Background: an optimization exercise with open tools, aiming at small area, a short achievable clock period and few clock cycles per item. Do not read the settings as production practice. Only simulation tests tie the RTL to the original design; equivalence was not proved.

== v21 ==
// npu_requant
module npu_requant #(
  localparam int M_LEN  = 32,
  localparam int S_LEN  = 32,
  localparam int SH_LEN = 5
) (
  input  logic              clk_i,
  input  logic              rstn_i,
  input  logic              clear_i,
  input  logic [M_LEN-1:0]  acc_i,
  input  logic [S_LEN-1:0]  mult_i,
  input  logic [SH_LEN-1:0] shift_i,
  input  logic              valid_i,
  output logic              ready_o,
  output logic [M_LEN-1:0]  data_o,
  output logic              valid_o,
  input  logic              ready_i
);
  localparam int L = 16;   
  logic en;
  assign en      = ready_i;
  assign ready_o = ready_i;
  logic [15:0] one_d, two_d, neg_d;
  always_comb begin
    for (int i = 0; i < 16; i++) begin
      logic y0, y1, y2;
      y0 = (i == 0) ? 1'b0 : mult_i[2*i-1];
      y1 = mult_i[2*i];
      y2 = mult_i[2*i+1];
      one_d[i] = y1 ^ y0;
      two_d[i] = (y2 & ~y1 & ~y0) | (~y2 & y1 & y0);
      neg_d[i] = y2;
    end
  end
  logic [31:0]   accn1_q;             
  logic [15:0]   onen1_q, twon1_q;    
  logic [15:0]   neg1_q;              
  logic [4:0]    sh1_q, sh2_q;
  logic [63:L]   a2_q, b2_q;
  logic          cl2_q;
  logic [31:0]   data3_q;
  logic          v1_q, v2_q, v3_q;
  logic [31:0] pp [16];
  logic [15:0] ppn;
  logic [32:0] sel [16];
  logic [31:1] oh;
  logic        negp, g;
  logic [63:0] ta, tb;
  always_comb begin
    for (int s = 1; s < 32; s++) begin
      oh[s] = (sh1_q == 5'(s));
    end
  end
  assign negp = ~accn1_q[31] ^ neg1_q[15];
  assign g    = negp & (sh1_q != 5'd0);
  for (genvar i = 0; i < 16; i++) begin : g_row
    assign sel[i][0] = ~(onen1_q[i] | accn1_q[0]);
    for (genvar j = 1; j < 33; j++) begin : g_bit
      rq_bsel u_sel (.x1n(accn1_q[(j < 32) ? j : 31]), .x2n(accn1_q[j-1]), .onen(onen1_q[i]),
                     .twon(twon1_q[i]), .s(sel[i][j]));
    end
    for (genvar j = 0; j < 32; j++) begin : g_neg
  ...
export LEC_CHECK = 0
export CAP_MARGIN = 10
export CORE_MARGIN = 2
export CORE_UTILIZATION = 50
export CTS_BUF_LIST = sky130_fd_sc_hd__clkbuf_8
export SETUP_SLACK_MARGIN = 5
export SLEW_MARGIN = 10
export SYNTH_HIERARCHICAL = 1
export SYNTH_MINIMUM_KEEP_SIZE = 0
create_clock -name core_clock -period 10.0 [get_ports {clk_i}]
standard.sh (not shown) runs the stock make flow with config.mk's settings and CLKGATE_MAP_FILE= SYNTH_SCRIPT=/design/flow/synth_recipe.tcl, a recipe that flattens the netlist after the stock synthesis.
==> flow/flow/run.sh <==
#!/bin/bash
# The standard ORFS layout (standard.sh) with different repair settings:
#   SETUP_SLACK_MARGIN=5.6 "BUFFER_PORTS_ARGS=-buffer_cell sky130_fd_sc_hd__buf_1"
# All of the flow's output goes to standard.log; ORFS keeps each step's log under orfs/logs.
set -euo pipefail
bash standard.sh SETUP_SLACK_MARGIN=5.6 "BUFFER_PORTS_ARGS=-buffer_cell sky130_fd_sc_hd__buf_1" finish > standard.log 2>&1
Testbench counts of v21, summed over its fixed seeds: cycles 8,012, items 8,000.
The following lists how v6 was set up differently from v21:
==> flow/flow/run.sh <==
#!/bin/bash
# The standard ORFS layout (standard.sh) with different repair settings:
#   SETUP_SLACK_MARGIN=5.67 "BUFFER_PORTS_ARGS=-buffer_cell sky130_fd_sc_hd__buf_1" "CTS_ARGS=-sink_clustering_enable -repair_clock_nets -buf_list sky130_fd_sc_hd__clkbuf_8 -dont_use_dummy_load -sink_clustering_size 12 -sink_clustering_max_diameter 100"
# All of the flow's output goes to standard.log; ORFS keeps each step's log under orfs/logs.
set -euo pipefail
bash standard.sh SETUP_SLACK_MARGIN=5.67 "BUFFER_PORTS_ARGS=-buffer_cell sky130_fd_sc_hd__buf_1" "CTS_ARGS=-sink_clustering_enable -repair_clock_nets -buf_list sky130_fd_sc_hd__clkbuf_8 -dont_use_dummy_load -sink_clustering_size 12 -sink_clustering_max_diameter 100" finish > standard.log 2>&1
--- a/flow/config.mk
+++ b/flow/config.mk
@@ -6,10 +6,10 @@
 export NUM_CORES = 4
 export LEC_CHECK = 0
-export CAP_MARGIN = 10
+export CAP_MARGIN = 5
 export CORE_MARGIN = 2
-export CORE_UTILIZATION = 50
+export CORE_UTILIZATION = 65
 export CTS_BUF_LIST = sky130_fd_sc_hd__clkbuf_8
 export SETUP_SLACK_MARGIN = 5
-export SLEW_MARGIN = 10
+export SLEW_MARGIN = 5
 export SYNTH_HIERARCHICAL = 1
 export SYNTH_MINIMUM_KEEP_SIZE = 0
## What came out
v6 ended with every stage complete and zero timing, DRC or antenna violations. v21 completed end to end with timing, DRC and antenna clean. Looking at cell with the largest stage delay on the worst path, the clkbuf_16 result is from v6; the fa_1 one comes from v21. v6 vs. v21: cell area moved down. Going from v21 to v6, via count normalized by instance count rose about 8%; setup slack rose 83 ps; worst slack on hold paths about even. v6 has depth of the critical timing path with buffers and inverters included below what v21 had. Final-layout clock buffer total for v6: 19 down relative to v21.
## Diff of input files: v38 against v6
==> flow/flow/run.sh <==
#!/bin/bash
# The standard ORFS layout (standard.sh) with different repair settings:
#   SETUP_SLACK_MARGIN=5.7 "BUFFER_PORTS_ARGS=-buffer_cell sky130_fd_sc_hd__buf_1" "CTS_ARGS=-sink_clustering_enable -repair_clock_nets -buf_list sky130_fd_sc_hd__clkbuf_8 -dont_use_dummy_load"
# All of the flow's output goes to standard.log; ORFS keeps each step's log under orfs/logs.
set -euo pipefail
bash standard.sh SETUP_SLACK_MARGIN=5.7 "BUFFER_PORTS_ARGS=-buffer_cell sky130_fd_sc_hd__buf_1" "CTS_ARGS=-sink_clustering_enable -repair_clock_nets -buf_list sky130_fd_sc_hd__clkbuf_8 -dont_use_dummy_load" finish > standard.log 2>&1
--- a/flow/config.mk
+++ b/flow/config.mk
@@ -8,5 +8,5 @@
 export CAP_MARGIN = 5
 export CORE_MARGIN = 2
-export CORE_UTILIZATION = 65
+export CORE_UTILIZATION = 60
 export CTS_BUF_LIST = sky130_fd_sc_hd__clkbuf_8
 export SETUP_SLACK_MARGIN = 5
Results
- Taking v6 as the reference, in v38 detailed-route wire length increased by 0.52% relative to the old numbers; fraction of area in registers lost 0.18 points.
- [v38 vs v6] starting density of the core: lower in v38
- Looking at worst setup path category, the reg -> reg result is from v38; the in -> out one comes from v6.
- Relative to v6, count of cell instances traversed by the critical path has gone up in v38.

---

== job 101 ==
Starting RTL as in the previous note.
## npu_requant
module npu_requant #(
  localparam int M_LEN  = 32,
  localparam int S_LEN  = 32,
  localparam int SH_LEN = 5
) (
  input  logic              clk_i,
  input  logic              rstn_i,
  input  logic              clear_i,
  input  logic [M_LEN-1:0]  acc_i,
  input  logic [S_LEN-1:0]  mult_i,
  input  logic [SH_LEN-1:0] shift_i,
  input  logic              valid_i,
  output logic              ready_o,
  output logic [M_LEN-1:0]  data_o,
  output logic              valid_o,
  input  logic              ready_i
);
Settings: LEC_CHECK=0, CAP_MARGIN=5, CORE_MARGIN=2, CORE_UTILIZATION=68, CTS_BUF_LIST=sky130_fd_sc_hd__clkbuf_8, SETUP_SLACK_MARGIN=5, SLEW_MARGIN=5, SYNTH_HIERARCHICAL=1, SYNTH_MINIMUM_KEEP_SIZE=0; clock period 10.0 ns.
==> flow/flow/run.sh <==
#!/bin/bash
# The standard ORFS layout (standard.sh) with different repair settings:
#   SETUP_SLACK_MARGIN=5.7 "BUFFER_PORTS_ARGS=-buffer_cell sky130_fd_sc_hd__buf_1" "CTS_ARGS=-sink_clustering_enable -repair_clock_nets -buf_list sky130_fd_sc_hd__clkbuf_8 -dont_use_dummy_load -sink_clustering_size 12 -sink_clustering_max_diameter 100"
# All of the flow's output goes to standard.log; ORFS keeps each step's log under orfs/logs.
set -euo pipefail
bash standard.sh SETUP_SLACK_MARGIN=5.7 "BUFFER_PORTS_ARGS=-buffer_cell sky130_fd_sc_hd__buf_1" "CTS_ARGS=-sink_clustering_enable -repair_clock_nets -buf_list sky130_fd_sc_hd__clkbuf_8 -dont_use_dummy_load -sink_clustering_size 12 -sink_clustering_max_diameter 100" finish > standard.log 2>&1
Job 101 completed; timing, DRC and antenna clean
Testbench counts of job 101, summed over its fixed seeds: cycles 8,012, items 8,000.
Setup changes, job 101 to job 102
Settings: a change of CORE_UTILIZATION from 68 to 60; an added GPL_TIMING_DRIVEN of 0.
==> flow/flow/run.sh <==
#!/bin/bash
# The standard ORFS layout (standard.sh) with different repair settings:
#   SETUP_SLACK_MARGIN=5.7 "BUFFER_PORTS_ARGS=-buffer_cell sky130_fd_sc_hd__buf_1" "CTS_ARGS=-sink_clustering_enable -repair_clock_nets -buf_list sky130_fd_sc_hd__clkbuf_8 -dont_use_dummy_load"
# All of the flow's output goes to standard.log; ORFS keeps each step's log under orfs/logs.
set -euo pipefail
bash standard.sh SETUP_SLACK_MARGIN=5.7 "BUFFER_PORTS_ARGS=-buffer_cell sky130_fd_sc_hd__buf_1" "CTS_ARGS=-sink_clustering_enable -repair_clock_nets -buf_list sky130_fd_sc_hd__clkbuf_8 -dont_use_dummy_load" finish > standard.log 2>&1
Results
- Summary — final standard cell count with taps included and fillers excluded, job 102 relative to job 101: higher, by 11%.
- NOTE area of all placed cells without fillers job 101->job 102 increased by more than 10%
- Job 102 reports a higher ratio of cells with drive above 1 in the final layout than job 101 does.
- From job 101 to job 102 the numbers moved as follows: number of nets at the end of the flow climbed 8.0%; time the final worst path needs with I/O delays and setup climbed 550 ps.
--- input diff job 102..job 103 ---
Settings: SLEW_MARGIN: 5 -> 0; CORE_UTILIZATION: 60 -> 65; GPL_TIMING_DRIVEN: 0 -> unset; CAP_MARGIN: 5 -> 0.
==> flow/flow/run.sh <==
#!/bin/bash
# The standard ORFS layout (standard.sh) with different repair settings:
#   SETUP_SLACK_MARGIN=5.7 "BUFFER_PORTS_ARGS=-buffer_cell sky130_fd_sc_hd__buf_1" "CTS_ARGS=-sink_clustering_enable -repair_clock_nets -buf_list sky130_fd_sc_hd__clkbuf_8 -dont_use_dummy_load -sink_clustering_size 12 -sink_clustering_max_diameter 100"
# All of the flow's output goes to standard.log; ORFS keeps each step's log under orfs/logs.
set -euo pipefail
bash standard.sh SETUP_SLACK_MARGIN=5.7 "BUFFER_PORTS_ARGS=-buffer_cell sky130_fd_sc_hd__buf_1" "CTS_ARGS=-sink_clustering_enable -repair_clock_nets -buf_list sky130_fd_sc_hd__clkbuf_8 -dont_use_dummy_load -sink_clustering_size 12 -sink_clustering_max_diameter 100" finish > standard.log 2>&1
==> run notes <==
- Job 102 → job 103: global-route track usage on met2 lost 3.0 points; placement-stage worst setup slack picked up an extra 1240 ps; global routing usage on met3 lost 0.98 points; pin slew with the least headroom to its limit lost 34 ps.
- Design area: job 103 better than job 102
- Layout overhead on the synthesized area, job 102 and job 103: smaller value in job 103
- Global-route usage came out lower on job 103 than on job 102.
- Compared with job 102, HPWL after detailed placement in job 103 decreased by more than 10%.
Input-level comparison between job 104 and job 103:
Settings: CAP_MARGIN changed from 0 to 5; SLEW_MARGIN changed from 0 to 5.
==> flow/flow/run.sh <==
#!/bin/bash
# The standard ORFS layout (standard.sh) with different repair settings:
#   SETUP_SLACK_MARGIN=5.7 "BUFFER_PORTS_ARGS=-buffer_cell sky130_fd_sc_hd__buf_1" "CTS_ARGS=-sink_clustering_enable -repair_clock_nets -buf_list sky130_fd_sc_hd__clkbuf_8 -dont_use_dummy_load -sink_clustering_size 10 -sink_clustering_max_diameter 90"
# All of the flow's output goes to standard.log; ORFS keeps each step's log under orfs/logs.
set -euo pipefail
bash standard.sh SETUP_SLACK_MARGIN=5.7 "BUFFER_PORTS_ARGS=-buffer_cell sky130_fd_sc_hd__buf_1" "CTS_ARGS=-sink_clustering_enable -repair_clock_nets -buf_list sky130_fd_sc_hd__clkbuf_8 -dont_use_dummy_load -sink_clustering_size 10 -sink_clustering_max_diameter 90" finish > standard.log 2>&1
Notes after the runs:
Non-clock buffer total of the final layout is lower on job 103. Synthesized cell count: job 103 vs job 104 identical. Peak clock frequency supported by timing essentially unchanged between job 103 and job 104. [job 104 vs job 103] setup slack: lower in job 104. Job 103 and job 104 ended up with nearly the same total vias in the final route. Job 104 against job 103: final-layout worst hold slack -38 ps; utilization after layout +0.73 points; total of fill cells in the finished design -1.8%.

---

Starting RTL as in the previous note.
Settings: LEC_CHECK=0, CAP_MARGIN=5, CORE_MARGIN=2, CORE_UTILIZATION=62, CTS_BUF_LIST=sky130_fd_sc_hd__clkbuf_8, SETUP_SLACK_MARGIN=5, SLEW_MARGIN=5, SYNTH_HIERARCHICAL=1, SYNTH_MINIMUM_KEEP_SIZE=0; clock period 10.0 ns.
==> flow/flow/run.sh <==
#!/bin/bash
# The standard ORFS layout (standard.sh) with different repair settings:
#   SETUP_SLACK_MARGIN=5.7 "BUFFER_PORTS_ARGS=-buffer_cell sky130_fd_sc_hd__buf_1" "CTS_ARGS=-sink_clustering_enable -repair_clock_nets -buf_list sky130_fd_sc_hd__clkbuf_8 -dont_use_dummy_load -sink_clustering_size 12 -sink_clustering_max_diameter 100"
# All of the flow's output goes to standard.log; ORFS keeps each step's log under orfs/logs.
set -euo pipefail
bash standard.sh SETUP_SLACK_MARGIN=5.7 "BUFFER_PORTS_ARGS=-buffer_cell sky130_fd_sc_hd__buf_1" "CTS_ARGS=-sink_clustering_enable -repair_clock_nets -buf_list sky130_fd_sc_hd__clkbuf_8 -dont_use_dummy_load -sink_clustering_size 12 -sink_clustering_max_diameter 100" finish > standard.log 2>&1
The starting point produced a clean layout.
Testbench counts at the start, summed over its fixed seeds: cycles 8,012, items 8,000.
==> next run, changes <==
==> flow/flow/run.sh (replaced) <==
#!/bin/bash
# The standard ORFS layout (standard.sh) with different repair settings:
#   SETUP_SLACK_MARGIN=5.8 "BUFFER_PORTS_ARGS=-buffer_cell sky130_fd_sc_hd__buf_1" "CTS_ARGS=-sink_clustering_enable -repair_clock_nets -buf_list sky130_fd_sc_hd__clkbuf_8 -dont_use_dummy_load"
# All of the flow's output goes to standard.log; ORFS keeps each step's log under orfs/logs.
set -euo pipefail
bash standard.sh SETUP_SLACK_MARGIN=5.8 "BUFFER_PORTS_ARGS=-buffer_cell sky130_fd_sc_hd__buf_1" "CTS_ARGS=-sink_clustering_enable -repair_clock_nets -buf_list sky130_fd_sc_hd__clkbuf_8 -dont_use_dummy_load" finish > standard.log 2>&1
--- a/flow/config.mk
+++ b/flow/config.mk
@@ -10 +10 @@
-export CORE_UTILIZATION = 62
+export CORE_UTILIZATION = 60
Outcome: Fmax increases slightly; register-to-register slack is better by 50 ps; cell count increases by a few percent; cell area increases by a few percent.
==> next run, changes <==
==> flow/flow/run.sh (replaced) <==
#!/bin/bash
# The standard ORFS layout (standard.sh) with different repair settings:
#   SETUP_SLACK_MARGIN=5.7 "BUFFER_PORTS_ARGS=-buffer_cell sky130_fd_sc_hd__buf_1" "CTS_ARGS=-sink_clustering_enable -repair_clock_nets -buf_list sky130_fd_sc_hd__clkbuf_8 -dont_use_dummy_load"
# All of the flow's output goes to standard.log; ORFS keeps each step's log under orfs/logs.
set -euo pipefail
bash standard.sh SETUP_SLACK_MARGIN=5.7 "BUFFER_PORTS_ARGS=-buffer_cell sky130_fd_sc_hd__buf_1" "CTS_ARGS=-sink_clustering_enable -repair_clock_nets -buf_list sky130_fd_sc_hd__clkbuf_8 -dont_use_dummy_load" finish > standard.log 2>&1
--- a/flow/config.mk
+++ b/flow/config.mk
@@ -11,0 +12 @@
+export PLACE_DENSITY = 0.75
Die area stays the same.
Cell area decreases by 3.0%.
Global-route usage decreases by 1.2 points.
Area after synthesis stays the same.
Maximum frequency decreases by 2.7%.
Worst hold slack loses 4.5 ps.
Setup slack loses 120 ps.
First-iteration DRC count increases by 6.6%.
Routed wire length decreases by 5.1%.
==> next run, changes <==
--- a/flow/config.mk
+++ b/flow/config.mk
@@ -10 +10 @@
-export CORE_UTILIZATION = 60
+export CORE_UTILIZATION = 70
@@ -12 +12 @@
-export PLACE_DENSITY = 0.75
+export PLACE_DENSITY = 0.8
What happened:
- routed wire length went up by about 1.6%
- non-clock buffer count grows by 25
- core utilization grows by 12 points
- cell area increases by 0.88%
- worst setup slack gets better by 35 ps
- via count rose by 2.5%
- area after synthesis is unchanged
- worst hold slack gains 7.5 ps
==> next run, changes <==
==> flow/flow/run.sh (replaced) <==
#!/bin/bash
# The standard ORFS layout (standard.sh) with different repair settings:
#   SETUP_SLACK_MARGIN=5.8 "BUFFER_PORTS_ARGS=-buffer_cell sky130_fd_sc_hd__buf_1" "CTS_ARGS=-sink_clustering_enable -repair_clock_nets -buf_list sky130_fd_sc_hd__clkbuf_8 -dont_use_dummy_load"
# All of the flow's output goes to standard.log; ORFS keeps each step's log under orfs/logs.
set -euo pipefail
bash standard.sh SETUP_SLACK_MARGIN=5.8 "BUFFER_PORTS_ARGS=-buffer_cell sky130_fd_sc_hd__buf_1" "CTS_ARGS=-sink_clustering_enable -repair_clock_nets -buf_list sky130_fd_sc_hd__clkbuf_8 -dont_use_dummy_load" finish > standard.log 2>&1
--- a/flow/config.mk
+++ b/flow/config.mk
@@ -10 +10 @@
-export CORE_UTILIZATION = 70
+export CORE_UTILIZATION = 60
@@ -12 +11,0 @@
-export PLACE_DENSITY = 0.8
@@ -16,0 +16 @@
+export TNS_END_PERCENT = 0
The changed run finished clean.
Global-route usage decreases by 3.9 points.
Cell count went up by 4.0%.
==> next run, changes <==
==> flow/flow/run.sh (replaced) <==
#!/bin/bash
# The standard ORFS layout (standard.sh) with different repair settings:
#   SETUP_SLACK_MARGIN=5.75 "BUFFER_PORTS_ARGS=-buffer_cell sky130_fd_sc_hd__buf_1" "CTS_ARGS=-sink_clustering_enable -repair_clock_nets -buf_list sky130_fd_sc_hd__clkbuf_8 -dont_use_dummy_load -sink_clustering_size 12 -sink_clustering_max_diameter 100"
# All of the flow's output goes to standard.log; ORFS keeps each step's log under orfs/logs.
set -euo pipefail
bash standard.sh SETUP_SLACK_MARGIN=5.75 "BUFFER_PORTS_ARGS=-buffer_cell sky130_fd_sc_hd__buf_1" "CTS_ARGS=-sink_clustering_enable -repair_clock_nets -buf_list sky130_fd_sc_hd__clkbuf_8 -dont_use_dummy_load -sink_clustering_size 12 -sink_clustering_max_diameter 100" finish > standard.log 2>&1
--- a/flow/config.mk
+++ b/flow/config.mk
@@ -10 +10 @@
-export CORE_UTILIZATION = 60
+export CORE_UTILIZATION = 65
@@ -16 +15,0 @@
-export TNS_END_PERCENT = 0
What happened: Via count shrinks by 0.85%; hold slack degrades by 6.1 ps; synthesized area is unchanged; wire length shrinks by 4.5%; clock skew shrinks by 29 ps.

==> separate check: timing with driven ports <==
How much do the figures lean on ideal ports? The routed layouts below were timed once more, with nothing changed but the port constraints.
Step 1 (the two cells are an assumption about what drives the block):
set clk [get_ports {clk_i}]
set_driving_cell -lib_cell sky130_fd_sc_hd__clkbuf_16 $clk
set_driving_cell -lib_cell sky130_fd_sc_hd__buf_2 [delete_from_list [all_inputs] $clk]
Step 2 times the ports against the registers' clock, not the clock port: input delays grow and output delays shrink by t, the midpoint of the rising clock arrivals with the driver on.
Three values: ideal ports, drivers, drivers and shift; two values: the first two.
run	t (ns)	setup slack, ns	latest minus earliest clock arrival (ns)	slew at the worst register clock pin (ns)	worst data-port slew with drivers (ns)
v21	0.692	5.608 / 5.472 / 5.472	0.059 / 0.059	0.08 / 0.08	0.16
v6	0.651	5.691 / 5.508 / 5.508	0.039 / 0.038	0.09 / 0.09	0.19
v38	0.657	5.691 / 5.691 / 5.398	0.045 / 0.045	0.06 / 0.06	0.05
job 101	0.644	5.669 / 5.616 / 5.616	0.038 / 0.038	0.09 / 0.09	0.07
job 102	0.686	5.119 / 5.119 / 5.119	0.040 / 0.040	0.07 / 0.07	0.07
job 103	0.686	5.712 / 5.672 / 5.672	0.047 / 0.047	0.10 / 0.10	0.05
job 104	0.674	5.701 / 5.673 / 5.673	0.112 / 0.112	0.09 / 0.09	0.05
the first run of note 3	0.665	5.731 / 5.655 / 5.476	0.059 / 0.058	0.10 / 0.10	0.14
the second run of note 3	0.661	5.767 / 5.687 / 5.603	0.066 / 0.065	0.07 / 0.07	0.11
the third run of note 3	0.665	5.651 / 5.611 / 5.417	0.045 / 0.045	0.06 / 0.06	0.05
the fourth run of note 3	0.656	5.686 / 5.483 / 5.483	0.099 / 0.098	0.06 / 0.06	0.29
the fifth run of note 3	0.655	5.664 / 5.664 / 5.664	0.058 / 0.058	0.06 / 0.06	0.05
the sixth run of note 3	0.661	5.738 / 5.611 / 5.610	0.033 / 0.033	0.10 / 0.10	0.19
After both steps setup and hold are still met in every run listed. The setup slack of v38, which loses most, moves by 0.000 ns with the drivers and by -0.293 ns with both steps.
